Background: an optimization exercise with open tools, aiming at small area, a short achievable clock period and few clock cycles per item. Do not read the settings as production practice. The RTL was checked by simulation tests, not by an equivalence proof against the original design. No activity file was given, so power comes from the tool's default toggle rates.

===== flow/flow/run.sh =====
#!/bin/bash
# Standard layout; repair_timing aims for a tighter setup margin and the
# ports get buf_2 buffers. Tool output goes to standard.log.
set -euo pipefail
export SETUP_SLACK_MARGIN=6.5
export BUFFER_PORTS_ARGS="-buffer_cell sky130_fd_sc_hd__buf_2"
bash standard.sh > standard.log 2>&1

===== flow/standard.sh =====
#!/bin/bash
# synth_recipe.tcl (not shown) runs the flow's synth.tcl, then flattens the netlist and writes it again
# the make line also repeats each setting of config.mk as NAME=value (left out here)
make -C /OpenROAD-flow-scripts/flow DESIGN_CONFIG=/design/flow/config.mk WORK_HOME=/design/flow/orfs CLKGATE_MAP_FILE= SYNTH_SCRIPT=/design/flow/synth_recipe.tcl "${@:-finish}"

===== flow/constraint.sdc =====
create_clock -name core_clock -period 10.0 [get_ports {aclk}]
set_input_delay 2.0000 -clock core_clock [delete_from_list [all_inputs] [get_ports {aclk}]]
set_output_delay 2.0000 -clock core_clock [all_outputs]
set_load 0.01 [all_outputs]

===== flow/config.mk =====
export PLATFORM = sky130hd
export DESIGN_NAME = mains_rms_and_frequency_monitor
export DESIGN_NICKNAME = mains_rms_and_frequency_monitor
export VERILOG_FILES = /design/flow/design.v
export SDC_FILE = /design/flow/constraint.sdc
export NUM_CORES = 4
export LEC_CHECK = 0
export CAP_MARGIN = 20
export CORE_MARGIN = 2
export CORE_UTILIZATION = 40
export SLEW_MARGIN = 20

===== flow/design.v =====
`timescale 1ns / 1ps
package mrfm_pkg;
    localparam int SAMPLE_W = 12;
    localparam int GAIN_W   = 16;
    localparam int THR_W    = 20;
    localparam int WLEN_W   = 10;
    localparam int RATE_W   = 17;
    localparam int MINP_W   = 16;
    localparam int CNT_W    = 16;
    localparam int FREQ_W   = 24;
    localparam int SUM_W    = 40;
    localparam int FRAC_W   = 16;
    localparam int MS_W     = SUM_W + FRAC_W;
    localparam int ROOT_W   = MS_W / 2;
    localparam int DIV_DW   = 16;
    localparam int MUL_AW   = ROOT_W;
    localparam int MUL_BW   = GAIN_W;
    localparam int PROD_W   = MUL_AW + MUL_BW;
    localparam int DIV_CNT_W  = $clog2(MS_W);
    localparam int SQRT_CNT_W = $clog2(ROOT_W);
    localparam int MUL_CNT_W  = $clog2(MUL_BW);
    localparam int APB_AW = 5;
    localparam int APB_DW = 32;
    localparam logic [2:0] REG_OFFSET   = 3'd0;
    localparam logic [2:0] REG_GAIN     = 3'd1;
    localparam logic [2:0] REG_LOW_THR  = 3'd2;
    localparam logic [2:0] REG_HIGH_THR = 3'd3;
    localparam logic [2:0] REG_WIN_LEN  = 3'd4;
    localparam logic [2:0] REG_RATE     = 3'd5;
    localparam logic [2:0] REG_MIN_PER  = 3'd6;
    localparam logic [SAMPLE_W-1:0] OFFSET_RST   = 12'd1497;
    localparam logic [GAIN_W-1:0]   GAIN_RST     = 16'd8579;
    localparam logic [THR_W-1:0]    LOW_THR_RST  = 20'd12800;
    localparam logic [THR_W-1:0]    HIGH_THR_RST = 20'd62720;
    localparam logic [WLEN_W-1:0]   WIN_LEN_RST  = 10'd333;
    localparam logic [RATE_W-1:0]   RATE_RST     = 17'd20000;
    localparam logic [MINP_W-1:0]   MIN_PER_RST  = 16'd250;
    typedef struct packed {
        logic [THR_W-1:0]  rms_volts_q8;
        logic              blackout;
        logic              surge;
        logic [FREQ_W-1:0] frequency_centihz;
    } result_t;
endpackage
`timescale 1ns / 1ps
module mrfm_square_rows (
    input  logic [11:0] x,
    output logic [23:0] r0,
    output logic [23:0] r1
);
    wire q1 = (x[0] & x[11]) ^ (x[1] & x[10]);
    wire q2 = (x[0] & x[11]) & (x[1] & x[10]);
    wire q3 = (x[0] & x[7]) ^ (x[1] & x[6]);
    wire q4 = (x[0] & x[7]) & (x[1] & x[6]);
    wire q5 = (x[0] & x[8]) ^ (x[1] & x[7]);
    wire q6 = (x[0] & x[8]) & (x[1] & x[7]);
    wire q7 = (x[0] & x[9]) ^ (x[1] & x[8]) ^ (x[2] & x[7]);
    wire q8 = ((x[0] & x[9]) & (x[1] & x[8])) | ((x[0] & x[9]) & (x[2] & x[7])) | ((x[1] & x[8]) & (x[2] & x[7]));
    wire q9 = (x[3] & x[6]) ^ (x[4] & x[5]);
    wire q10 = (x[3] & x[6]) & (x[4] & x[5]);
    wire q11 = (x[0] & x[10]) ^ (x[1] & x[9]) ^ (x[2] & x[8]);
    wire q12 = ((x[0] & x[10]) & (x[1] & x[9])) | ((x[0] & x[10]) & (x[2] & x[8])) | ((x[1] & x[9]) & (x[2] & x[8]));
    wire q13 = (x[3] & x[7]) ^ (x[4] & x[6]);
    wire q14 = (x[3] & x[7]) & (x[4] & x[6]);
    wire q15 = q1 ^ (x[2] & x[9]) ^ (x[3] & x[8]);
    wire q16 = (q1 & (x[2] & x[9])) | (q1 & (x[3] & x[8])) | ((x[2] & x[9]) & (x[3] & x[8]));
    wire q17 = (x[4] & x[7]) ^ (x[5] & x[6]) ^ x[6];
    wire q18 = ((x[4] & x[7]) & (x[5] & x[6])) | ((x[4] & x[7]) & x[6]) | ((x[5] & x[6]) & x[6]);
    wire q19 = (x[1] & x[11]) ^ (x[2] & x[10]) ^ (x[3] & x[9]);
    wire q20 = ((x[1] & x[11]) & (x[2] & x[10])) | ((x[1] & x[11]) & (x[3] & x[9])) | ((x[2] & x[10]) & (x[3] & x[9]));
    wire q21 = (x[4] & x[8]) ^ (x[5] & x[7]) ^ q2;
    wire q22 = ((x[4] & x[8]) & (x[5] & x[7])) | ((x[4] & x[8]) & q2) | ((x[5] & x[7]) & q2);
    wire q23 = (x[2] & x[11]) ^ (x[3] & x[10]) ^ (x[4] & x[9]);
    wire q24 = ((x[2] & x[11]) & (x[3] & x[10])) | ((x[2] & x[11]) & (x[4] & x[9])) | ((x[3] & x[10]) & (x[4] & x[9]));
    wire q25 = (x[5] & x[8]) ^ (x[6] & x[7]) ^ x[7];
    wire q26 = ((x[5] & x[8]) & (x[6] & x[7])) | ((x[5] & x[8]) & x[7]) | ((x[6] & x[7]) & x[7]);
    wire q27 = (x[3] & x[11]) ^ (x[4] & x[10]) ^ (x[5] & x[9]);
    wire q28 = ((x[3] & x[11]) & (x[4] & x[10])) | ((x[3] & x[11]) & (x[5] & x[9])) | ((x[4] & x[10]) & (x[5] & x[9]));
    wire q29 = (x[4] & x[11]) ^ (x[5] & x[10]) ^ (x[6] & x[9]);
    wire q30 = ((x[4] & x[11]) & (x[5] & x[10])) | ((x[4] & x[11]) & (x[6] & x[9])) | ((x[5] & x[10]) & (x[6] & x[9]));
    wire q31 = (x[0] & x[5]) ^ (x[1] & x[4]);
    wire q32 = (x[0] & x[5]) & (x[1] & x[4]);
    wire q33 = (x[0] & x[6]) ^ (x[1] & x[5]);
    wire q34 = (x[0] & x[6]) & (x[1] & x[5]);
    wire q35 = q3 ^ (x[2] & x[5]) ^ (x[3] & x[4]);
    wire q36 = (q3 & (x[2] & x[5])) | (q3 & (x[3] & x[4])) | ((x[2] & x[5]) & (x[3] & x[4]));
    wire q37 = q5 ^ (x[2] & x[6]) ^ (x[3] & x[5]);
    wire q38 = (q5 & (x[2] & x[6])) | (q5 & (x[3] & x[5])) | ((x[2] & x[6]) & (x[3] & x[5]));
    wire q39 = q7 ^ q9 ^ x[5];
    wire q40 = (q7 & q9) | (q7 & x[5]) | (q9 & x[5]);
    wire q41 = q11 ^ q13 ^ q8;
    wire q42 = (q11 & q13) | (q11 & q8) | (q13 & q8);
    wire q43 = q15 ^ q17 ^ q12;
    wire q44 = (q15 & q17) | (q15 & q12) | (q17 & q12);
    wire q45 = q19 ^ q21 ^ q16;
    wire q46 = (q19 & q21) | (q19 & q16) | (q21 & q16);
    wire q47 = q23 ^ q25 ^ q20;
    wire q48 = (q23 & q25) | (q23 & q20) | (q25 & q20);
    wire q49 = q27 ^ (x[6] & x[8]) ^ q24;
    wire q50 = (q27 & (x[6] & x[8])) | (q27 & q24) | ((x[6] & x[8]) & q24);
    wire q51 = q29 ^ (x[7] & x[8]) ^ x[8];
    wire q52 = (q29 & (x[7] & x[8])) | (q29 & x[8]) | ((x[7] & x[8]) & x[8]);
    wire q53 = (x[5] & x[11]) ^ (x[6] & x[10]) ^ (x[7] & x[9]);
    wire q54 = ((x[5] & x[11]) & (x[6] & x[10])) | ((x[5] & x[11]) & (x[7] & x[9])) | ((x[6] & x[10]) & (x[7] & x[9]));
    wire q55 = (x[6] & x[11]) ^ (x[7] & x[10]) ^ (x[8] & x[9]);
    wire q56 = ((x[6] & x[11]) & (x[7] & x[10])) | ((x[6] & x[11]) & (x[8] & x[9])) | ((x[7] & x[10]) & (x[8] & x[9]));
    wire q57 = (x[0] & x[3]) ^ (x[1] & x[2]);
    wire q58 = (x[0] & x[3]) & (x[1] & x[2]);
    wire q59 = (x[0] & x[4]) ^ (x[1] & x[3]);
    wire q60 = (x[0] & x[4]) & (x[1] & x[3]);
    wire q61 = q31 ^ (x[2] & x[3]) ^ x[3];
    wire q62 = (q31 & (x[2] & x[3])) | (q31 & x[3]) | ((x[2] & x[3]) & x[3]);
    wire q63 = q33 ^ (x[2] & x[4]) ^ q32;
    wire q64 = (q33 & (x[2] & x[4])) | (q33 & q32) | ((x[2] & x[4]) & q32);
    wire q65 = q35 ^ x[4] ^ q34;
    wire q66 = (q35 & x[4]) | (q35 & q34) | (x[4] & q34);
    wire q67 = q37 ^ q4 ^ q36;
    wire q68 = (q37 & q4) | (q37 & q36) | (q4 & q36);
    wire q69 = q39 ^ q6 ^ q38;
    wire q70 = (q39 & q6) | (q39 & q38) | (q6 & q38);
    wire q71 = q41 ^ q10 ^ q40;
    wire q72 = (q41 & q10) | (q41 & q40) | (q10 & q40);
    wire q73 = q43 ^ q14 ^ q42;
    wire q74 = (q43 & q14) | (q43 & q42) | (q14 & q42);
    wire q75 = q45 ^ q18 ^ q44;
    wire q76 = (q45 & q18) | (q45 & q44) | (q18 & q44);
    wire q77 = q47 ^ q22 ^ q46;
    wire q78 = (q47 & q22) | (q47 & q46) | (q22 & q46);
    wire q79 = q49 ^ q26 ^ q48;
    wire q80 = (q49 & q26) | (q49 & q48) | (q26 & q48);
    wire q81 = q51 ^ q28 ^ q50;
    wire q82 = (q51 & q28) | (q51 & q50) | (q28 & q50);
    wire q83 = q53 ^ q30 ^ q52;
    wire q84 = (q53 & q30) | (q53 & q52) | (q30 & q52);
    wire q85 = q55 ^ x[9] ^ q54;
    wire q86 = (q55 & x[9]) | (q55 & q54) | (x[9] & q54);
    wire q87 = (x[7] & x[11]) ^ (x[8] & x[10]) ^ q56;
    wire q88 = ((x[7] & x[11]) & (x[8] & x[10])) | ((x[7] & x[11]) & q56) | ((x[8] & x[10]) & q56);
    wire q89 = (x[8] & x[11]) ^ (x[9] & x[10]) ^ x[10];
    wire q90 = ((x[8] & x[11]) & (x[9] & x[10])) | ((x[8] & x[11]) & x[10]) | ((x[9] & x[10]) & x[10]);
    assign r0 = {1'b0, (x[10] & x[11]), (x[9] & x[11]), q89, q87, q85, q83, q81, q79, q77, q75, q73, q71, q69, q67, q65, q63, q61, q59, q57, (x[0] & x[2]), (x[0] & x[1]), 1'b0, x[0]};
    assign r1 = {1'b0, x[11], q90, q88, q86, q84, q82, q80, q78, q76, q74, q72, q70, q68, q66, q64, q62, q60, q58, x[2], 1'b0, x[1], 1'b0, 1'b0};
endmodule
`timescale 1ns / 1ps
import mrfm_pkg::*;
module mrfm_serial_div (
    input  logic              aclk,
    input  logic              aresetn,
    input  logic              start,
    input  logic [MS_W-1:0]   num_in,
    input  logic [DIV_DW-1:0] den_in,
    output logic              busy,
    output logic [MS_W-1:0]   quotient
);
    localparam logic [DIV_CNT_W-1:0] LAST = DIV_CNT_W'(MS_W - 1);
    logic                 busy_reg;
    logic [DIV_CNT_W-1:0] cnt_reg;
    logic [MS_W-1:0]      num_reg;
    logic [DIV_DW-1:0]    den_reg;
    logic [DIV_DW-1:0]    rem_reg;
    logic [DIV_DW:0]      rem_shift;
    logic [DIV_DW+1:0]    diff;
    logic                 ge;
    assign rem_shift = {rem_reg, num_reg[MS_W-1]};
    assign diff      = {1'b0, rem_shift} - {2'b00, den_reg};
    assign ge        = !diff[DIV_DW+1];
    always_ff @(posedge aclk) begin
        if (!aresetn) begin
            busy_reg <= 1'b0;
            cnt_reg  <= '0;
        end else if (start) begin
            busy_reg <= 1'b1;
            cnt_reg  <= '0;
        end else if (busy_reg) begin
            cnt_reg <= cnt_reg + 1'b1;
            if (cnt_reg == LAST) begin
                busy_reg <= 1'b0;
            end
        end
    end
    always_ff @(posedge aclk) begin
        if (start) begin
            num_reg <= num_in;
            den_reg <= den_in;
            rem_reg <= '0;
        end else if (busy_reg) begin
            num_reg <= {num_reg[MS_W-2:0], ge};
            rem_reg <= ge ? diff[DIV_DW-1:0] : rem_shift[DIV_DW-1:0];
        end
    end
    assign busy     = busy_reg;
    assign quotient = num_reg;
endmodule
`timescale 1ns / 1ps
import mrfm_pkg::*;
module mrfm_serial_sqrt (
    input  logic              aclk,
    input  logic              aresetn,
    input  logic              start,
    input  logic [MS_W-1:0]   rad_in,
    output logic              busy,
    output logic [ROOT_W-1:0] root
);
    localparam logic [SQRT_CNT_W-1:0] LAST = SQRT_CNT_W'(ROOT_W - 1);
    logic                  busy_reg;
    logic [SQRT_CNT_W-1:0] cnt_reg;
    logic [MS_W-1:0]       rad_reg;
    logic [ROOT_W+1:0]     rem_reg;
    logic [ROOT_W-1:0]     root_reg;
    logic [ROOT_W+1:0]     rem_shift;
    logic [ROOT_W+1:0]     trial;
    logic [ROOT_W+2:0]     diff;
    logic                  ge;
    assign rem_shift = {rem_reg[ROOT_W-1:0], rad_reg[MS_W-1:MS_W-2]};
    assign trial     = {root_reg, 2'b01};
    assign diff      = {1'b0, rem_shift} - {1'b0, trial};
    assign ge        = !diff[ROOT_W+2];
    always_ff @(posedge aclk) begin
        if (!aresetn) begin
            busy_reg <= 1'b0;
            cnt_reg  <= '0;
        end else if (start) begin
            busy_reg <= 1'b1;
            cnt_reg  <= '0;
        end else if (busy_reg) begin
            cnt_reg <= cnt_reg + 1'b1;
            if (cnt_reg == LAST) begin
                busy_reg <= 1'b0;
            end
        end
    end
    always_ff @(posedge aclk) begin
        if (start) begin
            rad_reg  <= rad_in;
            rem_reg  <= '0;
            root_reg <= '0;
        end else if (busy_reg) begin
            rad_reg  <= {rad_reg[MS_W-3:0], 2'b00};
            rem_reg  <= ge ? diff[ROOT_W+1:0] : rem_shift;
            root_reg <= {root_reg[ROOT_W-2:0], ge};
        end
    end
    assign busy = busy_reg;
    assign root = root_reg;
endmodule
`timescale 1ns / 1ps
import mrfm_pkg::*;
module mains_rms_and_frequency_monitor #(
    parameter int WINDOW_BITS = 10
) (
    input  logic                aclk,
    input  logic                aresetn,
    input  logic                s_valid,
    output logic                s_ready,
    input  logic [SAMPLE_W-1:0] s_sample_mv,
    input  logic                s_sample_valid,
    output logic                m_valid,
    input  logic                m_ready,
    output logic [THR_W-1:0]    m_rms_volts_q8,
    output logic                m_blackout,
    output logic                m_surge,
    output logic [FREQ_W-1:0]   m_frequency_centihz,
    input  logic                psel,
    input  logic                penable,
    input  logic                pwrite,
    input  logic [APB_AW-1:0]   paddr,
    input  logic [APB_DW-1:0]   pwdata,
    output logic [APB_DW-1:0]   prdata,
    output logic                pready
);
    logic [SAMPLE_W-1:0] offset_reg;
    logic [GAIN_W-1:0]   gain_reg;
    logic [THR_W-1:0]    low_thr_reg;
    logic [THR_W-1:0]    high_thr_reg;
    logic [WLEN_W-1:0]   win_len_reg;
    logic [RATE_W-1:0]   rate_reg;
    logic [MINP_W-1:0]   min_per_reg;
    logic                cfg_wr;
    assign cfg_wr = psel && penable && pwrite;
    assign pready = 1'b1;
    always_ff @(posedge aclk) begin
        if (!aresetn) begin
            offset_reg   <= OFFSET_RST;
            gain_reg     <= GAIN_RST;
            low_thr_reg  <= LOW_THR_RST;
            high_thr_reg <= HIGH_THR_RST;
            win_len_reg  <= WIN_LEN_RST;
            rate_reg     <= RATE_RST;
            min_per_reg  <= MIN_PER_RST;
        end else if (cfg_wr) begin
            case (paddr[4:2])
                REG_OFFSET:   offset_reg   <= pwdata[SAMPLE_W-1:0];
                REG_GAIN:     gain_reg     <= pwdata[GAIN_W-1:0];
                REG_LOW_THR:  low_thr_reg  <= pwdata[THR_W-1:0];
                REG_HIGH_THR: high_thr_reg <= pwdata[THR_W-1:0];
                REG_WIN_LEN:  win_len_reg  <= pwdata[WLEN_W-1:0];
                REG_RATE:     rate_reg     <= pwdata[RATE_W-1:0];
                REG_MIN_PER:  min_per_reg  <= pwdata[MINP_W-1:0];
                default: ;
            endcase
        end
    end
    logic [THR_W-1:0] rd_q;
    always_ff @(posedge aclk) begin
        case (paddr[4:2])
            REG_OFFSET:   rd_q <= THR_W'(offset_reg);
            REG_GAIN:     rd_q <= THR_W'(gain_reg);
            REG_LOW_THR:  rd_q <= low_thr_reg;
            REG_HIGH_THR: rd_q <= high_thr_reg;
            REG_WIN_LEN:  rd_q <= THR_W'(win_len_reg);
            REG_RATE:     rd_q <= THR_W'(rate_reg);
            REG_MIN_PER:  rd_q <= THR_W'(min_per_reg);
            default:      rd_q <= '0;
        endcase
    end
    assign prdata = APB_DW'(rd_q);
    logic [WLEN_W-1:0] n_eff;
    assign n_eff = (win_len_reg == '0) ? WLEN_W'(1) : win_len_reg;
    logic                a_vld;
    logic [SAMPLE_W-1:0] a_v;
    logic                a_pos;
    logic                a_stall;
    logic                s_ready_q;
    logic                stall_next;
    logic                a_vld_n;
    logic                in_pos;
    logic                a_pos_n;
    assign a_vld_n = s_ready ? (s_valid && s_sample_valid) : (a_vld && !proc);
    assign in_pos  = s_sample_mv > offset_reg;
    assign a_pos_n = s_ready ? in_pos : a_pos;
    assign s_ready = s_ready_q;
    always_ff @(posedge aclk) begin
        if (!aresetn) begin
            a_vld     <= 1'b0;
            s_ready_q <= 1'b1;
        end else begin
            a_vld     <= a_vld_n;
            s_ready_q <= !(a_vld_n && stall_next);
        end
    end
    always_ff @(posedge aclk) begin
        if (s_ready) begin
            a_v   <= s_sample_mv;
            a_pos <= in_pos;
        end
    end
    logic [WLEN_W-1:0] kk_reg;      
    logic              k_last;      
    logic              k_over;      
    logic [CNT_W-1:0]  c_reg;
    logic              c_gt;        
    logic              np_reg;
    logic              proc;
    logic              hit;
    logic              close;
    logic [CNT_W-1:0]  c_inc;
    logic [WLEN_W-1:0] kk_inc;
    logic [WLEN_W:0]   kk_diff;
    logic              minp_max;
    logic              f_busy;
    logic              e_busy;
    assign hit     = np_reg && a_pos && c_gt;
    assign close   = k_last;
    assign a_stall = (hit && f_busy) || (close && e_busy);
    assign proc    = a_vld && !a_stall;
    assign c_inc    = (c_reg == '1) ? c_reg : c_reg + 1'b1;
    assign kk_inc   = kk_reg + 1'b1;
    assign kk_diff  = {1'b0, kk_reg} - {1'b0, n_eff};
    assign minp_max = (min_per_reg == '1);
    logic [CNT_W-1:0]  minp_m1;
    logic [WLEN_W-1:0] n_m1;
    logic              c_eq;
    logic              kk_eq;
    assign minp_m1 = min_per_reg - 1'b1;
    assign n_m1    = n_eff - 1'b1;
    assign c_eq    = (c_inc == min_per_reg) && !minp_max;
    assign kk_eq   = (kk_inc == n_eff);
    logic [WLEN_W-1:0] kk_n;
    logic              k_last_n;
    logic              k_over_n;
    logic [CNT_W-1:0]  c_n;
    logic              c_gt_n;
    logic              np_n;
    always_comb begin
        kk_n     = kk_reg;
        k_last_n = !kk_diff[WLEN_W];
        k_over_n = !kk_diff[WLEN_W] && (kk_diff != '0);
        c_n      = c_reg;
        c_gt_n   = !minp_max && (c_reg >= min_per_reg);
        np_n     = np_reg;
        if (proc) begin
            np_n = !a_pos;
            if (close) begin
                kk_n     = WLEN_W'(1);
                k_last_n = (n_eff == WLEN_W'(1));
            end else begin
                kk_n     = kk_inc;
                k_last_n = kk_eq;
            end
            k_over_n = 1'b0;
            if (hit) begin
                c_n    = '0;
                c_gt_n = (min_per_reg == '0);
            end else begin
                c_n    = c_inc;
                c_gt_n = c_gt || c_eq;
            end
        end
    end
    always_ff @(posedge aclk) begin
        if (!aresetn) begin
            kk_reg  <= WLEN_W'(1);
            k_last  <= 1'b0;
            k_over  <= 1'b0;
            c_reg   <= '0;
            c_gt    <= 1'b0;
            np_reg  <= 1'b1;
        end else begin
            kk_reg  <= kk_n;
            k_last  <= k_last_n;
            k_over  <= k_over_n;
            c_reg   <= c_n;
            c_gt    <= c_gt_n;
            np_reg  <= np_n;
        end
    end
    localparam int SW = 34;    
    localparam int LW = 24;    
    localparam int ML = 12;    
    logic [SAMPLE_W:0]   b_dev;
    logic [SAMPLE_W-1:0] b_mag;
    logic                b_close;
    logic                b_over;
    logic [23:0]         sq_r0;
    logic [23:0]         sq_r1;
    logic [23:0]         c_r0;
    logic [23:0]         c_r1;
    logic                c_close;
    logic                c_over;
    logic                e_ld;      
    logic                e_over;
    logic [SW-1:0]       acc_in;
    logic                rst_d;     
    logic [SW-1:0]       sum_reg;
    logic [LW-1:0]       cs_s;
    logic [LW-1:0]       cs_c;
    logic [ML:0]         lo_sum;
    logic [LW-ML:0]      mid_sum;
    logic [SW-1:0]       ssum;
    logic                s_c1;      
    logic                s_c2;      
    logic [LW-ML:0]      f_mid;
    logic [SW-LW-1:0]    f_hi;
    logic [SW-1:0]       sum_full;
    assign b_dev = {1'b0, a_v} - {1'b0, offset_reg};
    always_ff @(posedge aclk) begin
        if (!aresetn) begin
            b_close <= 1'b0;
            c_close <= 1'b0;
            e_ld    <= 1'b0;
            sum_reg <= '0;
            s_c1    <= 1'b0;
            s_c2    <= 1'b0;
            rst_d   <= 1'b1;
        end else begin
            b_close <= proc && close;
            c_close <= b_close;
            e_ld    <= c_close;
            sum_reg <= rst_d ? '0 : ssum;
            s_c1    <= rst_d ? 1'b0 : lo_sum[ML];
            s_c2    <= rst_d ? 1'b0 : mid_sum[LW-ML];
            rst_d   <= 1'b0;
        end
    end
    always_ff @(posedge aclk) begin
        b_mag  <= (b_dev[SAMPLE_W] ? SAMPLE_W'(-b_dev) : b_dev[SAMPLE_W-1:0])
                & {SAMPLE_W{proc && aresetn}};
        b_over <= k_over;
        c_r0   <= sq_r0;
        c_r1   <= sq_r1;
        c_over <= b_over;
        e_over <= c_over;
    end
    mrfm_square_rows u_sq (
        .x  (b_mag),
        .r0 (sq_r0),
        .r1 (sq_r1)
    );
    assign acc_in  = e_ld ? '0 : sum_reg;    
    assign cs_s    = acc_in[LW-1:0] ^ c_r0 ^ c_r1;
    assign cs_c    = (acc_in[LW-1:0] & c_r0) | (acc_in[LW-1:0] & c_r1) | (c_r0 & c_r1);
    assign lo_sum  = {1'b0, cs_s[ML-1:0]} + {cs_c[ML-2:0], 1'b0};
    assign mid_sum = {1'b0, cs_s[LW-1:ML]} + {1'b0, cs_c[LW-2:ML-1]} + (LW-ML+1)'(s_c1 && !e_ld);
    assign ssum    = {e_ld ? (SW-LW)'(0) : sum_reg[SW-1:LW] + (SW-LW)'(s_c2),
                      mid_sum[LW-ML-1:0], lo_sum[ML-1:0]};
    assign f_mid    = {1'b0, sum_reg[LW-1:ML]} + (LW-ML+1)'(s_c1);
    assign f_hi     = sum_reg[SW-1:LW] + (SW-LW)'(s_c2) + (SW-LW)'(f_mid[LW-ML]);
    assign sum_full = {f_hi, f_mid[LW-ML-1:0], sum_reg[ML-1:0]};
    localparam logic [5:0] F_MUL_END = 6'd21;
    localparam logic [5:0] F_END     = 6'd45;
    logic [FREQ_W-1:0] f_sh;        
    logic [CNT_W-1:0]  f_rem;
    logic [CNT_W-1:0]  f_den;
    logic [5:0]        f_cnt;
    logic [3:0]        f_dl;        
    logic [1:0]        f_cy;        
    logic              f_mul;
    logic [2:0]        f_tot;
    logic [CNT_W:0]    f_rs;
    logic [CNT_W+1:0]  f_diff;
    logic              f_ge;
    assign f_mul   = !f_cnt[5] && (f_cnt <= F_MUL_END);
    assign f_tot   = 3'(f_sh[0]) + 3'(f_dl[2]) + 3'(f_dl[3]) + 3'(f_cy);
    assign f_rs    = {f_rem, f_sh[FREQ_W-1]};
    assign f_diff  = {1'b0, f_rs} - {2'b00, f_den};
    assign f_ge    = !f_diff[CNT_W+1];
    always_ff @(posedge aclk) begin
        if (!aresetn) begin
            f_busy <= 1'b0;
            f_sh   <= '0;
        end else if (proc && hit) begin
            f_busy <= 1'b1;
            f_sh   <= FREQ_W'(rate_reg);
        end else if (f_busy) begin
            if (f_mul) begin
                f_sh <= {f_tot[0], f_sh[FREQ_W-1:1]};
            end else begin
                f_sh <= {f_sh[FREQ_W-2:0], f_ge};
            end
            if (f_cnt == F_END) f_busy <= 1'b0;
        end
    end
    always_ff @(posedge aclk) begin
        if (proc && hit) begin
            f_rem <= '0;
            f_den <= c_inc;
            f_cnt <= '0;
            f_dl  <= '0;
            f_cy  <= '0;
        end else if (f_busy) begin
            if (f_mul) begin
                f_dl <= {f_dl[2:0], f_sh[0]};
                f_cy <= f_tot[2:1];
            end else begin
                f_rem <= f_ge ? f_diff[CNT_W-1:0] : f_rs[CNT_W-1:0];
            end
            f_cnt <= f_cnt + 1'b1;
        end
    end
    localparam int DSW = SW;         
    localparam int RW  = 25;         
    localparam int SRW = RW + 1;     
    logic              e_busy_q;    
    logic              e_wait;      
    logic              e_div;
    logic              e_mul;
    logic              e_out;
    logic [5:0]        e_cnt;
    logic              e_sq;
    logic [WLEN_W-1:0] d_rem;
    logic [DSW-1:0]    d_sh;
    logic [SRW-1:0]    s_rem;
    logic [RW-1:0]     root;
    logic              f_pend;
    logic              out_valid;
    logic [FREQ_W-1:0] out_freq;
    logic              out_bo;
    logic              out_su;
    logic              d_nb;
    logic [WLEN_W:0]   d_rs;
    logic [WLEN_W+1:0] d_diff;
    logic              d_ge;
    logic [SRW+1:0]    s_rs;
    logic [SRW+2:0]    s_diff;
    logic              s_ge;
    logic [GAIN_W:0]   m_sum;
    logic              sat;
    logic [THR_W-1:0]  rms;
    logic [THR_W-1:0]  thr;
    logic [THR_W/2:0]  thr_cmp;
    logic              cmp_c;       
    logic              mul_last;
    assign e_busy = e_busy_q;
    assign d_nb   = (e_cnt < 6'd34) ? d_sh[DSW-1] : 1'b0;
    assign d_rs   = {d_rem, d_nb};
    assign d_diff = {1'b0, d_rs} - {2'b00, n_eff};
    assign d_ge   = !d_diff[WLEN_W+1];
    assign s_rs   = {s_rem, d_sh[1:0]};
    assign s_diff = {1'b0, s_rs} - {2'b00, root, 2'b01};
    assign s_ge   = !s_diff[SRW+2];
    assign m_sum    = {1'b0, s_rem[GAIN_W-1:0]} + (root[0] ? {1'b0, gain_reg} : '0);
    assign mul_last = (e_cnt == 6'd24);
    assign sat = |s_rem[GAIN_W-1:11];
    assign rms = {s_rem[10:0], root[RW-1:16]};
    assign thr     = e_cnt[2] ? high_thr_reg : low_thr_reg;
    assign thr_cmp = e_cnt[0]
                   ? {1'b0, rms[THR_W-1:THR_W/2]} + {1'b0, ~thr[THR_W-1:THR_W/2]} + (THR_W/2)'(cmp_c)
                   : {1'b0, rms[THR_W/2-1:0]} + {1'b0, ~thr[THR_W/2-1:0]} + (THR_W/2)'(!e_cnt[2]);
    always_ff @(posedge aclk) begin
        if (!aresetn) begin
            e_busy_q  <= 1'b0;
            e_wait    <= 1'b0;
            e_div     <= 1'b0;
            e_mul     <= 1'b0;
            e_out     <= 1'b0;
            out_valid <= 1'b0;
            f_pend    <= 1'b0;
        end else begin
            if (proc && close) begin
                f_pend <= f_busy || hit;
            end else if (f_pend && !f_busy) begin
                f_pend <= 1'b0;
            end
            if (proc && close) begin
                e_busy_q <= 1'b1;
                e_wait   <= 1'b1;
            end
            if (e_wait && e_ld) begin
                e_wait <= 1'b0;
                e_div  <= 1'b1;
            end
            if (e_div && e_cnt == 6'd50) begin
                e_div <= 1'b0;
                e_mul <= 1'b1;
            end
            if (e_mul && mul_last && !f_pend) begin
                e_mul <= 1'b0;
                e_out <= 1'b1;
            end
            if (e_out && e_cnt == 6'd29) begin
                out_valid <= 1'b1;
            end
            if (out_valid && m_ready) begin
                out_valid <= 1'b0;
                e_out     <= 1'b0;
                e_busy_q  <= 1'b0;
            end
        end
    end
    always_ff @(posedge aclk) begin
        if ((proc && close && !f_busy && !hit) || (f_pend && !f_busy)) begin
            out_freq <= f_sh;
        end
        cmp_c <= thr_cmp[THR_W/2];
        if (e_out && e_cnt == 6'd27) begin
            out_bo <= !thr_cmp[THR_W/2];
        end
        if (e_out && e_cnt == 6'd29) begin
            out_su <= thr_cmp[THR_W/2];
        end
    end
    always_ff @(posedge aclk) begin
        if (e_wait && e_ld) begin
            if (e_over) begin
                d_rem <= '0;
                d_sh  <= sum_full;
                e_cnt <= 6'd0;
            end else begin
                d_rem <= sum_full[SW-1:SW-WLEN_W];
                d_sh  <= {sum_full[SW-WLEN_W-1:0], WLEN_W'(0)};
                e_cnt <= 6'd10;
            end
            e_sq  <= 1'b0;
            s_rem <= '0;
            root  <= '0;
        end
        if (e_div) begin
            if (e_cnt != 6'd50) begin
                d_rem <= d_ge ? d_diff[WLEN_W-1:0] : d_rs[WLEN_W-1:0];
                d_sh  <= {d_sh[DSW-2:0], d_ge};
            end
            e_sq <= 1'b1;
            if (e_sq && !e_cnt[0]) begin
                s_rem <= s_ge ? s_diff[SRW-1:0] : s_rs[SRW-1:0];
                root  <= {root[RW-2:0], s_ge};
            end
            if (e_cnt == 6'd50) begin
                e_cnt <= '0;
                s_rem <= '0;
            end else begin
                e_cnt <= e_cnt + 1'b1;
            end
        end
        if (e_mul && (!mul_last || !f_pend)) begin
            s_rem[GAIN_W-1:0] <= m_sum[GAIN_W:1];
            root  <= {m_sum[0], root[RW-1:1]};
            e_cnt <= e_cnt + 1'b1;
        end
        if (e_out && e_cnt != 6'd30) begin
            e_cnt <= e_cnt + 1'b1;
        end
        if (e_out && e_cnt == 6'd25 && sat) begin
            s_rem[GAIN_W-1:11] <= '0;
            s_rem[10:0]        <= '1;
            root[RW-1:16]      <= '1;
        end
    end
    logic f_busy_n;
    logic e_busy_n;
    assign f_busy_n   = (proc && hit) || (f_busy && (f_cnt != F_END));
    assign e_busy_n   = (proc && close) || (e_busy_q && !(out_valid && m_ready));
    logic c_gt_p;
    logic k_last_p;
    assign c_gt_p     = !proc || (hit ? (min_per_reg == '0) : (c_gt || c_eq));
    assign k_last_p   = proc ? (close ? (n_eff == WLEN_W'(1)) : kk_eq) : k_last;
    assign stall_next = (np_n && a_pos_n && c_gt_p && f_busy_n) || (k_last_p && e_busy_n);
    assign m_valid             = out_valid;
    assign m_rms_volts_q8      = rms;
    assign m_blackout          = out_bo;
    assign m_surge             = out_su;
    assign m_frequency_centihz = out_freq;
endmodule

==> results_dict.tcl, run 1 <==
set metrics [dict create \
    gp_congestion 0.917 \
    ant_nets 0 \
    reg2reg_from "offset_reg[0]$_SDFFE_PN1P_" \
    synth_cell_type_count 93 \
    clock.fmax_ghz 0.292 \
    tritoncts "done" \
    reg2regPathDepth 12 \
    drc 0 \
    drt-initial-drc-count 1787 \
    max_slew_margin_pct 32.1 \
    hpwl_um 58000 \
    power_frac_seq_pct 46.0 \
    synth_seq_area_share_pct 35.8 \
    startpoint "s_rem[10]$_SDFF_PP1_" \
    area_growth_pct 10.7 \
    overflow 0 \
    post-route-util_pct 44.9 \
    antenna_found_initial 2 \
    grt_first_pass_wirelength_um 125000 \
    drt-pass1-iter-count 5 \
    clkTransAtPathRegs_ns 0.06 \
    powerDensity_nw_per_um2 140 \
    num_rows 97 \
    synthCells 3357 \
    detail_route.wl_per_cell_um 18.2 \
    clkPwrFrac_pct 45.9 \
    min-delay-start "k_over$_SDFF_PP0_" \
    finalWirelength_um 79300 \
    yosysWarnings 1 \
    critPathSlowestCell "dfxtp_1" \
    finalCriticalPeriod_ns 3.42 \
    stdcell_count 4343 \
    power_w 0.00442 \
    power_switching_w 0.00112 \
    holdWs_ns 0.321 \
    r2r_slack_ns 6.64 \
    whs_path_depth 0 \
    fill_cells 6993 \
    cp_max_fo 7 \
    synth_top_cell_by_area "dfxtp_1" \
    critPathMaxStageDelay_ns 0.60 \
    crit_arrival_ns 1.42 \
    maxSlewViolCount 0 \
    whs_endpoint "b_over$_DFF_P_" \
    root_buffer "clkbuf_16" \
    path_buf_inv 1 \
    numCtsBuffers 54 \
    rr_endpoint "b_mag[3]$_DFF_P_" \
    nets 3667 \
    fp.dieW_um 271 \
    seq_area_um2 10200 \
    worstSetupPathType "reg -> out" \
    finalSetupTns_ns 0 \
    synth_enable_flop_cells 60 \
    hp-class "reg -> reg" \
    p_sw_share_pct 25.4 \
    die_area_um2 73200 \
    h-tree-depth 2 \
    syn-cell-area_um2 28400 \
    cp_data_required_time_ns 8.00 \
    synthTopCellsByArea "dfxtp_1, ha_1, edfxtp_1" \
    die_h_um 271 \
    synth-seq-cells 478 \
    vias 23700 \
    first_global_vias 22000 \
    cts_buffer_depth 3 \
    clk_latency_ns 0.63 \
    setup_violations 0 \
    port_buffers 110 \
    comb_power_share_pct 8.1 \
    drive_gt1_share_pct 9.14 \
    tightest_slew_ns 1.02 \
    rsz0062_at_grt "yes" \
    final.setup_skew_ns 0.0325 \
    leakagePower_nw 13.3 \
    fin_crit_sh_pct 34.2 \
    grt_max_degree 65 \
    cap_viol_max_count 0 \
    multiInputGateArea_um2 16900 \
    worst_setup_path_end_kind "output port" \
    start_kind "flip-flop" \
    clock-sinks 478 \
    core-area_um2 70100 \
    intPower_w 0.00330 \
    boundaryPins 138 \
    crit_family "flip-flops" \
    vias_per_cell 5.45 \
    start_util_pct 40.5 \
    grt.total_usage_pct 21.2 \
    synthFlopType "dfxtp_1" \
    syn_area_per_cell_um2 8.47 \
    ir_drop_mv 0.143 \
    run_status "finished clean" \
    synth_top_area_share_pct 29.4 \
    dp_cells 4239 \
    async_flop_share_pct 0 \
    final_hold_viol_count 0 \
    crit_chain "buf_2" \
]
[layout make-up]
cell class,count,share of cell area [%]
Antenna cell,1,0.00795
Clock inverter,22,0.640
Timing Repair Buffer,140,2.51
Multi-Input combinational cell,2523,53.7
Clock buffer,79,5.15
Inverter,160,1.91
Sequential cell,478,32.3
Tap cell,940,3.74
[what timing repair did]
item / CTS / global route
gates resized for setup: 21 / 18
pin swaps: 0 / 3
gates cloned: 0 / 1
setup endpoints to repair: 108 / 138
hold buffers: 0 / 0
buffers inserted: 0 / 1
[synthesized netlist by cell type (all sizes together) (22+ instances only)]
cell,n
nand2,470
dfxtp,418
a21oi,299
nor2,272
ha,193
inv,158
o21ai,155
clkbuf,142
xnor2,96
and2,94
nand3,81
mux2i,77
nor3,68
buf,66
xor2,64
edfxtp,60
fa,60
nor2b,57
a211oi,50
a21o,41
o211ai,37
nand2b,33
a31oi,32
nand4,28
and3,24
or3,22
[power groups by stage]
| stage | registers, W | clock network [W] | logic (W) |
|---|---|---|---|
| 2_1_floorplan | 0.00204 | 0 | 0.000267 |
| 3_3_place_gp | 0.00208 | 0 | 0.000349 |
| 3_5_place_dp | 0.00208 | 0 | 0.000351 |
| 4_1_cts | 0.00204 | 0.00207 | 0.000354 |
| 5_1_grt | 0.00204 | 0.00215 | 0.000395 |
| 6_report | 0.00203 | 0.00203 | 0.000358 |
[worst max-delay path by stage]
stage | to | slack (ns) | cells after the start
4_1_cts | rd_q[11]$_DFF_P_ | 6.48 | 5
6_report | m_rms_volts_q8[19] | 6.58 | 1
5_1_grt | d_rem[0]$_DFF_P_ | 6.41 | 12
3_5_place_dp | rate_reg[9]$_SDFFE_PN1P_ | 5.44 | 6
3_3_place_gp | rate_reg[16]$_SDFFE_PN0P_ | 5.48 | 6
2_1_floorplan | rd_q[1]$_DFF_P_ | 6.54 | 5
[through the flow]
stage | setup slack (ns) | instance area [um^2]
5_1_grt | 6.41 | 31500
3_3_place_gp | 5.48 | 29500
6_report | 6.58 | 31500
4_1_cts | 6.48 | 31400
2_1_floorplan | 6.54 | 28500
3_5_place_dp | 5.44 | 29500
[metal layers]
| layer | GRT usage, % | vias up | share of wire, % |
|---|---|---|---|
| met3 | 3.24 | 124 | 6.1 |
| met5 | 0 | - | 0.016 |
| met1 | 30.9 | 11200 | 48 |
| li1 | - | 11700 | - |
| met2 | 32.8 | 640 | 44 |
| met4 | 4.90 | 2 | 2.1 |
[placed cells by master, fill, tap and decap left out, drive strengths merged, types with 64 or more instances in the layout]
master,netlist,layout
nand2,470,470
dfxtp,418,418
a21oi,299,300
nor2,272,272
ha,193,193
inv,158,161
o21ai,155,155
buf,66,140
xnor2,96,96
and2,94,94
nand3,81,81
clkbuf,142,79
mux2i,77,77
nor3,68,68
xor2,64,64
[kinds of logic after synthesis]
group	synth area share (%)
muxes	3.70
DFF	35.8
adders and majority gates	12.8
xor gates and xnor gates	5.01
AOI/OAI and AO/OA	17.7
buffers and inverters	5.44
and+or+nand+nor	19.6
other	0.0264
Testbench counts, summed over its fixed seeds: cycles 20,452, items 19,252.
==> run 2: changes to the inputs <==
==> flow/flow/run.sh (replaced) <==
#!/bin/bash
# Standard layout; repair_timing aims for a tighter setup margin and the
# ports get buf_2 buffers. Tool output goes to standard.log.
set -euo pipefail
export SETUP_SLACK_MARGIN=7.0
export BUFFER_PORTS_ARGS="-buffer_cell sky130_fd_sc_hd__buf_2"
bash standard.sh > standard.log 2>&1
--- a/flow/config.mk
+++ b/flow/config.mk
@@ -5,6 +5,7 @@
 export SDC_FILE = /design/flow/constraint.sdc
 export NUM_CORES = 4
 export LEC_CHECK = 0
+export ABC_AREA = 1
 export CAP_MARGIN = 20
 export CORE_MARGIN = 2
 export CORE_UTILIZATION = 40
==> results_dict.tcl, run 2 <==
set metrics [dict create \
    n_antenna_cell 0 \
    detail_route.wl_per_cell_um 16.9 \
    reg2regPathDepth 16 \
    syn_area_per_cell_um2 7.39 \
    clock.fmax_ghz 0.311 \
    synth_cell_type_count 66 \
    holdWs_ns 0.319 \
    drc 0 \
    clk_latency_ns 0.64 \
    clkTransAtPathRegs_ns 0.06 \
    synth-seq-cells 478 \
    stdcell_count 5009 \
    finalCriticalPeriod_ns 3.21 \
    die_area_um2 74200 \
    run_status "finished clean" \
    grt.total_usage_pct 22.2 \
    syn-cell-area_um2 28800 \
    drive_gt1_share_pct 12.2 \
    hp-class "reg -> reg" \
    start_util_pct 40.4 \
    tritoncts "done" \
    maxSlewViolCount 0 \
    start_kind "flip-flop" \
    tightest_slew_ns 0.814 \
    fp.dieW_um 272 \
    reg2reg_from "e_ld$_SDFF_PN0_" \
    final_hold_viol_count 0 \
    fill_cells 7148 \
    finalSetupTns_ns 0 \
    dp_cells 4816 \
    synth_top_cell_by_area "dfxtp_1" \
    leakagePower_nw 15.8 \
    boundaryPins 138 \
    hpwl_um 61200 \
    final.setup_skew_ns 0.0445 \
    rr_endpoint "s_c2$_SDFF_PP0_" \
    powerDensity_nw_per_um2 135 \
    synthFlopType "dfxtp_1" \
    drt-pass1-iter-count 7 \
    cp_data_required_time_ns 8.00 \
    root_buffer "clkbuf_16" \
    cap_viol_max_count 0 \
    synth_top_area_share_pct 29.0 \
    first_global_vias 24400 \
    die_h_um 272 \
    worst_setup_path_end_kind "output port" \
    grt_first_pass_wirelength_um 133000 \
    worstSetupPathDepth 1 \
    crit_family "flip-flops" \
    worstSetupPathType "reg -> out" \
    vias_per_cell 5.26 \
    critPathMaxStageDelay_ns 0.42 \
    startpoint "out_bo$_DFFE_PP_" \
    drt-initial-drc-count 2119 \
    area_growth_pct 15.9 \
    cp_max_fo 1 \
    multiInputGateArea_um2 16200 \
    antenna_found_initial 1 \
    yosysWarnings 1 \
    crit_chain "buf_2" \
    synthTopCellsByArea "dfxtp_1, nand2_1, ha_1" \
    yosys.cell_count.top_type "nand2_1" \
    synth_enable_flop_cells 60 \
    grt_max_degree 108 \
    h-tree-depth 2 \
    core-area_um2 71400 \
    path_buf_inv 1 \
    layout_commonest_cell "nand2_1" \
    seq_area_um2 10300 \
    num_rows 98 \
    numCtsBuffers 55 \
    ir_drop_mv 0.126 \
    port_buffers 110 \
    finalWirelength_um 84700 \
    vias 26300 \
    final_cell_mix "nand2_1, inv_1, dfxtp_1, nor2_1, o21ai_0" \
    ant_nets 0 \
    setup_violations 0 \
    synth_common_cells "nand2_1, inv_1, dfxtp_1" \
    cts_buffer_depth 3 \
    crit_path_end "m_blackout" \
    crit_arrival_ns 1.21 \
    fin_crit_sh_pct 32.1 \
    nets 4322 \
    critPathSlowestCell "edfxtp_1" \
    synth_seq_area_share_pct 35.3 \
    overflow 0 \
    rsz0062_at_grt "yes" \
    clock-sinks 478 \
    post-route-util_pct 46.8 \
    synthCells 3899 \
    gp_congestion 0.915 \
    r2r_slack_ns 7.01 \
    max_slew_margin_pct 45.7 \
    async_flop_share_pct 0 \
]
[run 2: changes by cell type in the layout (fill, tap and decap cells not counted), sizes merged, moves of 33 or more]
cell | before | now
a211oi | 50 | 2
and2 | 94 | 2
buf | 140 | 217
inv | 161 | 546
mux2i | 77 | 13
nand2 | 470 | 786
nand2b | 33 | 0
nand3 | 81 | 219
nor2 | 272 | 355
nor2b | 57 | 0
nor3 | 68 | 30
o21ai | 155 | 343
xnor2 | 96 | 24
[run 2: where the power goes]
part,total (W),internal [W],switching (W)
Combinational,0.000392,0.000145,0.000247
Sequential,0.00202,0.00198,0.0000348
Clock,0.00209,0.00121,0.000881
[run 2: worst register-to-register path, cell delays in order, from the launching register on]
cell and delay [ns]:
dfxtp_4 0.35, buf_12 0.13, buf_4 0.14, nor2_1 0.16, fa_1 0.49, fa_2 0.42, nand2_2 0.07, inv_2 0.03
o21a_1 0.19, nor2_2 0.12, o21ai_2 0.10, a21boi_2 0.20, o21ai_2 0.10, a21oi_2 0.13, nor2_1 0.05, o21ai_1 0.13
inv_1 0.06
[run 2: layout make-up]
type | instances | area share (%)
inverter | 558 | 6.40
multi-input combinational | 2699 | 48.4
timing repair buffer | 218 | 5.18
sequential | 478 | 30.8
timing repair inverter | 2 | 0.0450
tap | 950 | 3.56
clock buffer | 72 | 4.55
clock inverter | 32 | 1.07
[run 2: worst min-delay path by stage]
| stage | start | endpoint | slack (ns) | depth (start not counted) |
|---|---|---|---|---|
| floorplan | k_over$_SDFF_PP0_ | b_over$_DFF_P_ | 0.31 | 0 |
| finish | b_over$_DFF_P_ | c_over$_DFF_P_ | 0.32 | 0 |
| global route | k_over$_SDFF_PP0_ | b_over$_DFF_P_ | 0.33 | 0 |
| CTS | b_over$_DFF_P_ | c_over$_DFF_P_ | 0.32 | 0 |
| global placement | c_over$_DFF_P_ | e_over$_DFF_P_ | 0.31 | 0 |
| detailed placement | b_over$_DFF_P_ | c_over$_DFF_P_ | 0.31 | 0 |
[run 2: cell families after synthesis]
| family | Yosys count | synth area share (%) |
|---|---|---|
| fa+ha+maj | 253 | 12.6 |
| compound gates | 874 | 17.6 |
| flops | 478 | 35.3 |
| simple gates | 1451 | 21.0 |
| mux | 13 | 0.452 |
| buf+inv | 735 | 10.3 |
| other cells | 2 | 0.0261 |
| xor+xnor | 93 | 2.83 |
[run 2: per-layer routing]
metal | GRT usage (%) | vias to the layer above | routed length, um
li1 | - | 13100 | -
met1 | 31.9 | 12400 | 40400
met2 | 34.6 | 714 | 37200
met3 | 2.91 | 137 | 4770
met4 | 6.39 | 2 | 2220
met5 | 0 | - | 12
[run 2: metrics by stage]
step	setup slack, ns	power, W	area, um^2
2_1_floorplan	6.76	0.00233	29000
3_3_place_gp	5.68	0.00242	30000
3_5_place_dp	5.65	0.00243	30000
4_1_cts	6.76	0.00451	32700
5_1_grt	6.75	0.00466	33400
6_report	6.79	0.00450	33400
[run 2: timing repair]
item                                    CTS  global route
endpoints found under the setup margin  201           245
hold buffers                              0             0
gates cloned                              1             4
pin swaps                                30            47
buffers inserted                         40            43
resized for setup                       135            92
==> run 3: changes to the inputs <==
==> flow/flow/run.sh (replaced) <==
#!/bin/bash
# Standard layout; repair_timing aims for a tighter setup margin, the ports
# get buf_2 buffers and the clock tree gets no dummy loads. Tool output goes to standard.log.
set -euo pipefail
export SETUP_SLACK_MARGIN=6.8
export BUFFER_PORTS_ARGS="-buffer_cell sky130_fd_sc_hd__buf_2"
export CTS_ARGS="-sink_clustering_enable -repair_clock_nets -dont_use_dummy_load"
bash standard.sh > standard.log 2>&1
--- a/flow/config.mk
+++ b/flow/config.mk
@@ -5,7 +5,6 @@
 export SDC_FILE = /design/flow/constraint.sdc
 export NUM_CORES = 4
 export LEC_CHECK = 0
-export ABC_AREA = 1
 export CAP_MARGIN = 20
 export CORE_MARGIN = 2
 export CORE_UTILIZATION = 40
==> results_dict.tcl, run 3 <==
set metrics [dict create \
    run_status "finished clean" \
    root_buffer "clkbuf_16" \
    reg2reg_from "win_len_reg[4]$_SDFFE_PN0P_" \
    vias_per_cell 5.55 \
    synth_common_cells "nand2_1, dfxtp_1, a21oi_1" \
    worst_setup_path_end_kind "output port" \
    clock.fmax_ghz 0.303 \
    powerDensity_nw_per_um2 130 \
    area_growth_pct 13.1 \
    syn-cell-area_um2 28400 \
    hpwl_um 60600 \
    hp-class "reg -> reg" \
    rsz0062_at_grt "yes" \
    crit_path_end "m_rms_volts_q8[2]" \
    antenna_found_initial 7 \
    die_h_um 271 \
    maxSlewViolCount 0 \
    cp_max_fo 3 \
    grt_max_degree 78 \
    synth_top_cell_by_area "dfxtp_1" \
    synth_seq_area_share_pct 35.8 \
    final.setup_skew_ns 0.0509 \
    tritoncts "done" \
    vias 24100 \
    power_switching_w 0.00107 \
    tightest_slew_ns 1.07 \
    port_buffers 110 \
    yosys.cell_count.top_type "nand2_1" \
    num_rows 97 \
    holdWs_ns 0.324 \
    final_hold_viol_count 0 \
    fill_cells 6960 \
    nets 3717 \
    overflow 0 \
    multiInputGateArea_um2 17300 \
    h-tree-depth 2 \
    drt-pass1-iter-count 6 \
    drc 0 \
    synth_top_area_share_pct 29.4 \
    crit_family "buffers and inverters" \
    finalSetupTns_ns 0 \
    r2r_slack_ns 6.83 \
    core-area_um2 70100 \
    worstSetupPathDepth 3 \
    reg2regPathDepth 13 \
    clkPwrFrac_pct 40.7 \
    final_cell_mix "nand2_1, dfxtp_1, a21oi_1, nor2_1, ha_1" \
    start_util_pct 40.5 \
    ir_drop_mv 0.121 \
    whs_path_depth 0 \
    critPathMaxStageDelay_ns 0.31 \
    syn_area_per_cell_um2 8.47 \
    p_sw_share_pct 25.6 \
    cap_viol_max_count 0 \
    first_global_vias 22000 \
    boundaryPins 138 \
    synthCells 3357 \
    gp_congestion 0.891 \
    fp.dieW_um 271 \
    critPathSlowestCell "dfxtp_2" \
    final_cell_area_um2 32200 \
    synth_enable_flop_cells 60 \
    leakagePower_nw 13.5 \
    drive_gt1_share_pct 12.1 \
    drt-initial-drc-count 2097 \
    dpl-instance-area_um2 29600 \
    fin_crit_sh_pct 33.0 \
    synth_cell_type_count 93 \
    layout_commonest_cell "nand2_1" \
    synthTopCellsByArea "dfxtp_1, ha_1, edfxtp_1" \
    grt_first_pass_wirelength_um 131000 \
    setup_violations 0 \
    stdcell_count 4347 \
    synthFlopType "dfxtp_1" \
    finalCriticalPeriod_ns 3.30 \
    rr_endpoint "k_over$_SDFF_PP0_" \
    path_buf_inv 3 \
    comb_power_share_pct 10.7 \
    cp_data_required_time_ns 8.00 \
    async_flop_share_pct 0 \
    intPower_w 0.00310 \
    dp_cells 4242 \
    clkTransAtPathRegs_ns 0.05 \
    clk_latency_ns 0.62 \
    worstSetupPathType "reg -> out" \
    ant_nets 0 \
    numCtsBuffers 54 \
    finalWirelength_um 85400 \
    crit_chain "buf_6 > buf_12 > buf_6" \
    power_frac_seq_pct 48.6 \
    grt.total_usage_pct 22.7 \
    crit_top_cell "buf_6" \
    seq_area_um2 10300 \
    power_w 0.00418 \
    synth-seq-cells 478 \
    die_area_um2 73200 \
    startpoint "root[18]$_SDFF_PP1_" \
    yosysWarnings 1 \
    max_slew_margin_pct 28.3 \
    clock-sinks 478 \
    cts_buffer_depth 3 \
    detail_route.wl_per_cell_um 19.6 \
    crit_arrival_ns 1.30 \
    start_kind "flip-flop" \
]
==> run 3: changes by cell type after synthesis, moves of 72 or more <==
cell and change:
xnor2_1 +72, nand3_1 -135, nand2_1 -305, o21ai_0 -177, inv_1 -383, and2_1 +88, nor2_1 -74
==> run 3: layout make-up <==
cell class / instances / share of cell area (%)
repair buffers: 191 / 4.45
flip-flops and latches: 478 / 31.9
inverters: 160 / 1.89
diodes: 2 / 0.0156
clock buffers: 54 / 4.20
well taps: 940 / 3.66
multi-input cells: 2522 / 53.9
==> run 3: layer usage <==
metal	vias to the layer above	track usage [%]	share of wire, %
met4	2	5.79	2.5
met2	732	34.0	42
li1	11800	-	-
met5	-	0	0.015
met3	124	4.70	7.9
met1	11500	33.1	47
==> run 3: cell families after synthesis <==
logic type | Yosys count | synth area share (%)
flip-flops | 478 | 35.8
AND/OR/NAND/NOR | 1200 | 19.6
other | 2 | 0.0264
XOR/XNOR | 161 | 5.01
adder cells (fa/ha/maj) | 254 | 12.8
AO/OA/AOI/OAI | 797 | 17.7
multiplexers | 97 | 3.70
buffers and inverters | 368 | 5.44
==> run 3: how the worst min path moves through the flow <==
stage                            from              to  slack [ns]
floorplan           k_over$_SDFF_PP0_  b_over$_DFF_P_        0.31
detailed placement     b_over$_DFF_P_  c_over$_DFF_P_        0.31
global placement       b_over$_DFF_P_  c_over$_DFF_P_        0.31
finish                 b_over$_DFF_P_  c_over$_DFF_P_        0.32
global route        k_over$_SDFF_PP0_  b_over$_DFF_P_        0.33
CTS                    b_over$_DFF_P_  c_over$_DFF_P_        0.32
==> run 3: what timing repair did <==
| item | 4_1_cts | 5_1_grt |
|---|---|---|
| endpoints found under the setup margin | 242 | 135 |
| setup buffers | 32 | 14 |
| resized for setup | 119 | 103 |
| pin swaps | 6 | 19 |
| cloned | 0 | 3 |
| hold buffers | 0 | 0 |
==> run 3: power groups by stage <==
stage / registers [W] / clock network, W / logic [W]
floorplan: 0.00204 / 0 / 0.000268
global placement: 0.00207 / 0 / 0.000358
detailed placement: 0.00207 / 0 / 0.000361
CTS: 0.00203 / 0.00173 / 0.000420
global route: 0.00203 / 0.00180 / 0.000488
finish: 0.00203 / 0.00170 / 0.000447
==> run 3: through the flow <==
stage | setup slack [ns] | util, %
after CTS | 6.68 | 44.9
after global placement | 4.89 | 42.1
after detailed placement | 4.87 | 42.1
after global routing | 6.66 | 45.8
after floorplan | 6.73 | -
final | 6.70 | 45.8
==> run 4: changes to the inputs <==
--- a/flow/config.mk
+++ b/flow/config.mk
@@ -5,6 +5,7 @@
 export SDC_FILE = /design/flow/constraint.sdc
 export NUM_CORES = 4
 export LEC_CHECK = 0
+export ABC_AREA = 1
 export CAP_MARGIN = 20
 export CORE_MARGIN = 2
 export CORE_UTILIZATION = 40
==> results_dict.tcl, run 4 <==
set metrics [dict create \
    cts-hold-fix-buffers 0 \
    finalSetupTns_ns 0 \
    die_h_um 272 \
    synth_cell_type_count 66 \
    antenna_found_initial 1 \
    synthFlopType "dfxtp_1" \
    fin_crit_sh_pct 32.3 \
    vias 25800 \
    run_status "finished clean" \
    hp-class "reg -> reg" \
    dpl-instance-area_um2 30000 \
    ir_drop_mv 0.123 \
    vias_per_cell 5.23 \
    drive_gt1_share_pct 9.80 \
    clkTransAtPathRegs_ns 0.06 \
    maxSlewViolCount 0 \
    rsz0062_at_grt "yes" \
    path_buf_inv 1 \
    clk_latency_ns 0.64 \
    synthTopCellsByArea "dfxtp_1, nand2_1, ha_1" \
    start_kind "flip-flop" \
    fp.dieW_um 272 \
    cts_buffer_depth 3 \
    async_flop_share_pct 0 \
    tritoncts "done" \
    cap_viol_max_count 0 \
    num_rows 98 \
    clkPwrFrac_pct 41.9 \
    clock.fmax_ghz 0.310 \
    synth_top_area_share_pct 29.0 \
    intPower_w 0.00307 \
    synth_top_cell_by_area "dfxtp_1" \
    overflow 0 \
    grt_max_degree 80 \
    final_cell_area_um2 32200 \
    power_switching_w 0.00104 \
    crit_arrival_ns 1.23 \
    synth_common_cells "nand2_1, inv_1, dfxtp_1" \
    drt-pass1-iter-count 6 \
    crit_family "flip-flops" \
    synthCells 3899 \
    layout_commonest_cell "nand2_1" \
    setup_violations 0 \
    comb_power_share_pct 9.1 \
    h-tree-depth 2 \
    numCtsBuffers 55 \
    clock-sinks 478 \
    ant_nets 0 \
    cp_data_required_time_ns 8.00 \
    synth_enable_flop_cells 60 \
    final.setup_skew_ns 0.0840 \
    boundaryPins 138 \
    die_area_um2 74200 \
    yosysWarnings 1 \
    tightest_slew_ns 0.852 \
    hpwl_um 61400 \
    power_frac_seq_pct 49.1 \
    finalCriticalPeriod_ns 3.23 \
    port_buffers 110 \
    drt-initial-drc-count 2100 \
    final_hold_viol_count 0 \
    leakagePower_nw 15.3 \
    root_buffer "clkbuf_16" \
    powerDensity_nw_per_um2 128 \
    gp_congestion 0.930 \
    drc 0 \
    syn_area_per_cell_um2 7.39 \
    p_sw_share_pct 25.3 \
    nets 4292 \
    syn-cell-area_um2 28800 \
    final_cell_mix "nand2_1, inv_1, dfxtp_1, nor2_1, o21ai_0" \
    worst_setup_path_end_kind "output port" \
    finalWirelength_um 83400 \
    first_global_vias 23900 \
    area_growth_pct 11.8 \
    cp_max_fo 1 \
    core-area_um2 71400 \
    start_util_pct 40.4 \
    yosys.cell_count.top_type "nand2_1" \
    critPathMaxStageDelay_ns 0.44 \
    grt_first_pass_wirelength_um 132000 \
    worstSetupPathType "reg -> out" \
    max_slew_margin_pct 43.1 \
    grt.total_usage_pct 22.0 \
    detail_route.wl_per_cell_um 16.9 \
    post-route-util_pct 45.1 \
    crit_chain "buf_2" \
    critPathSlowestCell "edfxtp_1" \
    synth-seq-cells 478 \
    synth_seq_area_share_pct 35.3 \
]
[run 4: worst paths after layout]
| check | slack [ns] | cells after the start | endpoint | start |
|---|---|---|---|---|
| setup / recovery | 6.77 | 1 | m_surge | out_su$_DFFE_PP_ |
| setup reg to reg | 6.97 | 18 | s_c2$_SDFF_PP0_ | e_ld$_SDFF_PN0_ |
| hold reg to reg | 0.32 | 0 | c_over$_DFF_P_ | b_over$_DFF_P_ |
| hold / removal | 0.32 | 0 | c_over$_DFF_P_ | b_over$_DFF_P_ |
[run 4: metal layers]
layer  vias up  share of wire (%)  GRT usage (%)
met2       731                 43           33.8
met5         -                  0              0
met3       129                6.5           3.11
met1     11900                 48           32.0
li1      13000                  -              -
met4         0                2.5           6.22
[run 4: power groups by stage]
stage          logic (W)  registers, W  clock network, W
2_1_floorplan   0.000272       0.00205                 0
3_3_place_gp    0.000357       0.00206                 0
3_5_place_dp    0.000362       0.00206                 0
4_1_cts         0.000367       0.00202           0.00176
5_1_grt         0.000427       0.00202           0.00183
6_report        0.000373       0.00202           0.00172
[run 4: layout make-up]
type	count	area, um^2
multi-input cells	2697	16000
repair buffers	191	1260
clock buffers	55	1380
diodes	1	2.50
well taps	950	1190
fillers	7287	39100
flip-flops and latches	478	10300
inverters	558	2130
repair inverters	1	7.51
[run 4: cell families after synthesis]
| family | Yosys count | share of synthesized area, % |
|---|---|---|
| buf+inv | 735 | 10.3 |
| simple gates | 1451 | 21.0 |
| fa+ha+maj | 253 | 12.6 |
| other cells | 2 | 0.0261 |
| mux | 13 | 0.452 |
| flops | 478 | 35.3 |
| xor+xnor | 93 | 2.83 |
| compound gates | 874 | 17.6 |
[run 4: stage by stage]
step           total power [W]  hold WS [ns]  worst slack (ns)  std cells
2_1_floorplan          0.00232         0.310              6.76       3910
3_3_place_gp           0.00242         0.311              5.66       4820
3_5_place_dp           0.00242         0.314              5.64       4820
4_1_cts                0.00414         0.324              6.67       4890
5_1_grt                0.00428         0.340              6.75       4930
6_report               0.00411         0.320              6.77       4931
[run 4: repair_timing]
item / CTS / global route
hold endpoints to repair: 0 / 0
gates cloned: 0 / 2
endpoints found under the setup margin: 158 / 145
pin swaps: 3 / 41
setup buffers: 15 / 38
gates resized for setup: 63 / 72
==> run 5: changes to the inputs <==
--- a/flow/config.mk
+++ b/flow/config.mk
@@ -8,5 +8,5 @@
 export ABC_AREA = 1
 export CAP_MARGIN = 20
 export CORE_MARGIN = 2
-export CORE_UTILIZATION = 40
+export CORE_UTILIZATION = 55
 export SLEW_MARGIN = 20
==> results_dict.tcl, run 5 <==
set metrics [dict create \
    run_status "finished clean" \
    yosys.cell_count.top_type "nand2_1" \
    critPathSlowestCell "edfxtp_1" \
    worstSetupPathType "reg -> out" \
    worst_setup_path_end_kind "output port" \
    cp_max_fo 1 \
    detail_route.wl_per_cell_um 17.9 \
    grt_first_pass_wirelength_um 130000 \
    clock-sinks 478 \
    synth_enable_flop_cells 60 \
    yosysWarnings 1 \
    die_h_um 233 \
    powerDensity_nw_per_um2 129 \
    drt-initial-drc-count 1845 \
    syn_area_per_cell_um2 7.39 \
    antenna_found_initial 0 \
    syn-cell-area_um2 28800 \
    synth_cell_type_count 66 \
    crit_arrival_ns 1.20 \
    r2r_slack_ns 6.96 \
    core-area_um2 51500 \
    async_flop_share_pct 0 \
    p_sw_share_pct 25.0 \
    power_switching_w 0.00101 \
    tritoncts "done" \
    finalWirelength_um 82800 \
    port_buffers 110 \
    synth_top_cell_by_area "dfxtp_1" \
    hp-class "reg -> reg" \
    root_buffer "clkbuf_16" \
    n_antenna_cell 0 \
    numCtsBuffers 53 \
    power_frac_seq_pct 49.9 \
    synth-seq-cells 478 \
    synth_top_area_share_pct 29.0 \
    leakagePower_nw 15.1 \
    ir_drop_mv 0.127 \
    clock.fmax_ghz 0.312 \
    cp_data_required_time_ns 8.00 \
    maxSlewViolCount 0 \
    intPower_w 0.00304 \
    synth_common_cells "nand2_1, inv_1, dfxtp_1" \
    overflow 0 \
    nets 4258 \
    cap_viol_max_count 0 \
    crit_family "flip-flops" \
    fin_crit_sh_pct 32.0 \
    rsz0062_at_grt "yes" \
    die_area_um2 54200 \
    final_hold_viol_count 0 \
    final_cell_mix "nand2_1, inv_1, dfxtp_1, nor2_1, o21ai_0" \
    hpwl_um 61100 \
    finalCriticalPeriod_ns 3.20 \
    synth_seq_area_share_pct 35.3 \
    clkPwrFrac_pct 40.9 \
    fp.dieW_um 233 \
    clk_latency_ns 0.63 \
    grt.total_usage_pct 30.0 \
    max_slew_margin_pct 27.1 \
    start_util_pct 55.9 \
    first_global_vias 24800 \
    num_rows 83 \
    dp_cells 4545 \
    tightest_slew_ns 1.09 \
    setup_violations 0 \
    layout_commonest_cell "nand2_1" \
    ant_nets 0 \
    stdcell_count 4626 \
    finalSetupTns_ns 0 \
    gp_congestion 0.919 \
    final.setup_skew_ns 0.0735 \
    clkTransAtPathRegs_ns 0.06 \
    drc 0 \
    vias_per_cell 5.69 \
    path_buf_inv 1 \
    area_growth_pct 9.32 \
    synthTopCellsByArea "dfxtp_1, nand2_1, ha_1" \
    grt_max_degree 112 \
    top_layer_used "met4" \
    drt-pass1-iter-count 5 \
    vias 26300 \
    synthCells 3899 \
    met2WireLength_um 37900 \
    start_kind "flip-flop" \
    critPathMaxStageDelay_ns 0.41 \
    cts_buffer_depth 3 \
    boundaryPins 138 \
    wl_met3_um 5350 \
    crit_chain "buf_2" \
    h-tree-depth 2 \
    drt-met1-wl_um 37300 \
    synthFlopType "dfxtp_1" \
    drive_gt1_share_pct 8.69 \
    comb_power_share_pct 9.3 \
]
run 5: logic make-up (layout without fill, tap and decap cells):
family / Yosys count / after routing / share of synthesized area, %
flops: 478 / 478 / 35.3
other cells: 2 / 13 / 0.0261
mux: 13 / 13 / 0.452
simple gates: 1451 / 1452 / 21.0
compound gates: 874 / 874 / 17.6
buf+inv: 735 / 770 / 10.3
fa+ha+maj: 253 / 253 / 12.6
xor+xnor: 93 / 93 / 2.83
run 5: power groups by stage:
stage	logic (W)	registers [W]	clock network, W
2_1_floorplan	0.000272	0.00205	0
3_3_place_gp	0.000352	0.00206	0
3_5_place_dp	0.000362	0.00206	0
4_1_cts	0.000368	0.00202	0.00169
5_1_grt	0.000427	0.00202	0.00176
6_report	0.000375	0.00202	0.00166
run 5: per-stage QoR:
step	power (W)	hold WS, ns	area (um^2)	setup slack, ns	util [%]
2_1_floorplan	0.00232	0.310	28900	6.76	-
3_3_place_gp	0.00241	0.314	29600	5.12	57.5
3_5_place_dp	0.00242	0.318	29600	4.97	57.5
4_1_cts	0.00408	0.330	31200	6.72	60.5
5_1_grt	0.00421	0.343	31500	6.66	61.1
6_report	0.00405	0.329	31500	6.80	61.1
run 5: timing repair:
item | in CTS | in global routing
gates cloned | 1 | 2
hold buffers | 0 | 0
gates resized for setup | 48 | 59
hold endpoints to repair | 0 | 0
setup buffers | 7 | 18
pin swaps | 5 | 22
setup endpoints to repair | 155 | 135
run 5: final timing paths:
check	startpoint	endpoint	cells past startpoint
setup / recovery	out_su$_DFFE_PP_	m_surge	1
setup reg to reg	e_ld$_SDFF_PN0_	s_c2$_SDFF_PP0_	18
hold reg to reg	c_over$_DFF_P_	e_over$_DFF_P_	0
hold / removal	c_over$_DFF_P_	e_over$_DFF_P_	0
run 5: per-layer routing:
layer	GRT usage [%]	vias to the layer above
li1	-	12900
met1	40.8	12400
met2	49.5	816
met3	4.47	152
met4	8.62	0
met5	0	-
run 5: layout make-up:
class | count | area (um^2)
Clock buffer | 53 | 1330
Fill cell | 4735 | 20000
Inverter | 558 | 2130
Multi-Input combinational cell | 2698 | 16000
Sequential cell | 478 | 10200
Tap cell | 680 | 851
Timing Repair Buffer | 157 | 951
Timing Repair inverter | 2 | 12.5

[re-timing with driven ports]
No port has a modelled driver above. Below, the same layouts with a new extraction and two added sets of constraints.
Step 1 assumes that a clkbuf_16 drives the clock port and a buf_2 every other input.
Step 2 moves the port delays by t, midway between the first and last clock arrival at a register: inputs arrive t later, outputs are due t later. That takes back most of the time a late clock gives input paths.
a / b / c = ideal / step 1 / step 2; a / b = the first two.
run | t, ns | slack for setup (ns) | worst hold slack (ns) | worst setup path after step 2
run 1 | 0.680 | 6.576 / 6.512 / 5.870 | 0.321 / 0.321 / 0.321 | input to register
run 2 | 0.680 | 6.788 / 6.729 / 6.270 | 0.319 / 0.319 / 0.319 | input to register
run 3 | 0.655 | 6.698 / 6.634 / 6.258 | 0.324 / 0.324 / 0.324 | input to register
run 4 | 0.658 | 6.773 / 6.713 / 6.247 | 0.320 / 0.320 / 0.320 | input to register
run 5 | 0.654 | 6.796 / 6.734 / 6.225 | 0.329 / 0.329 / 0.329 | input to register
After both steps setup and hold are still met in every run listed. For run 1, which loses most, drivers alone change the setup slack by -0.064 ns; drivers and shift together by -0.706 ns.
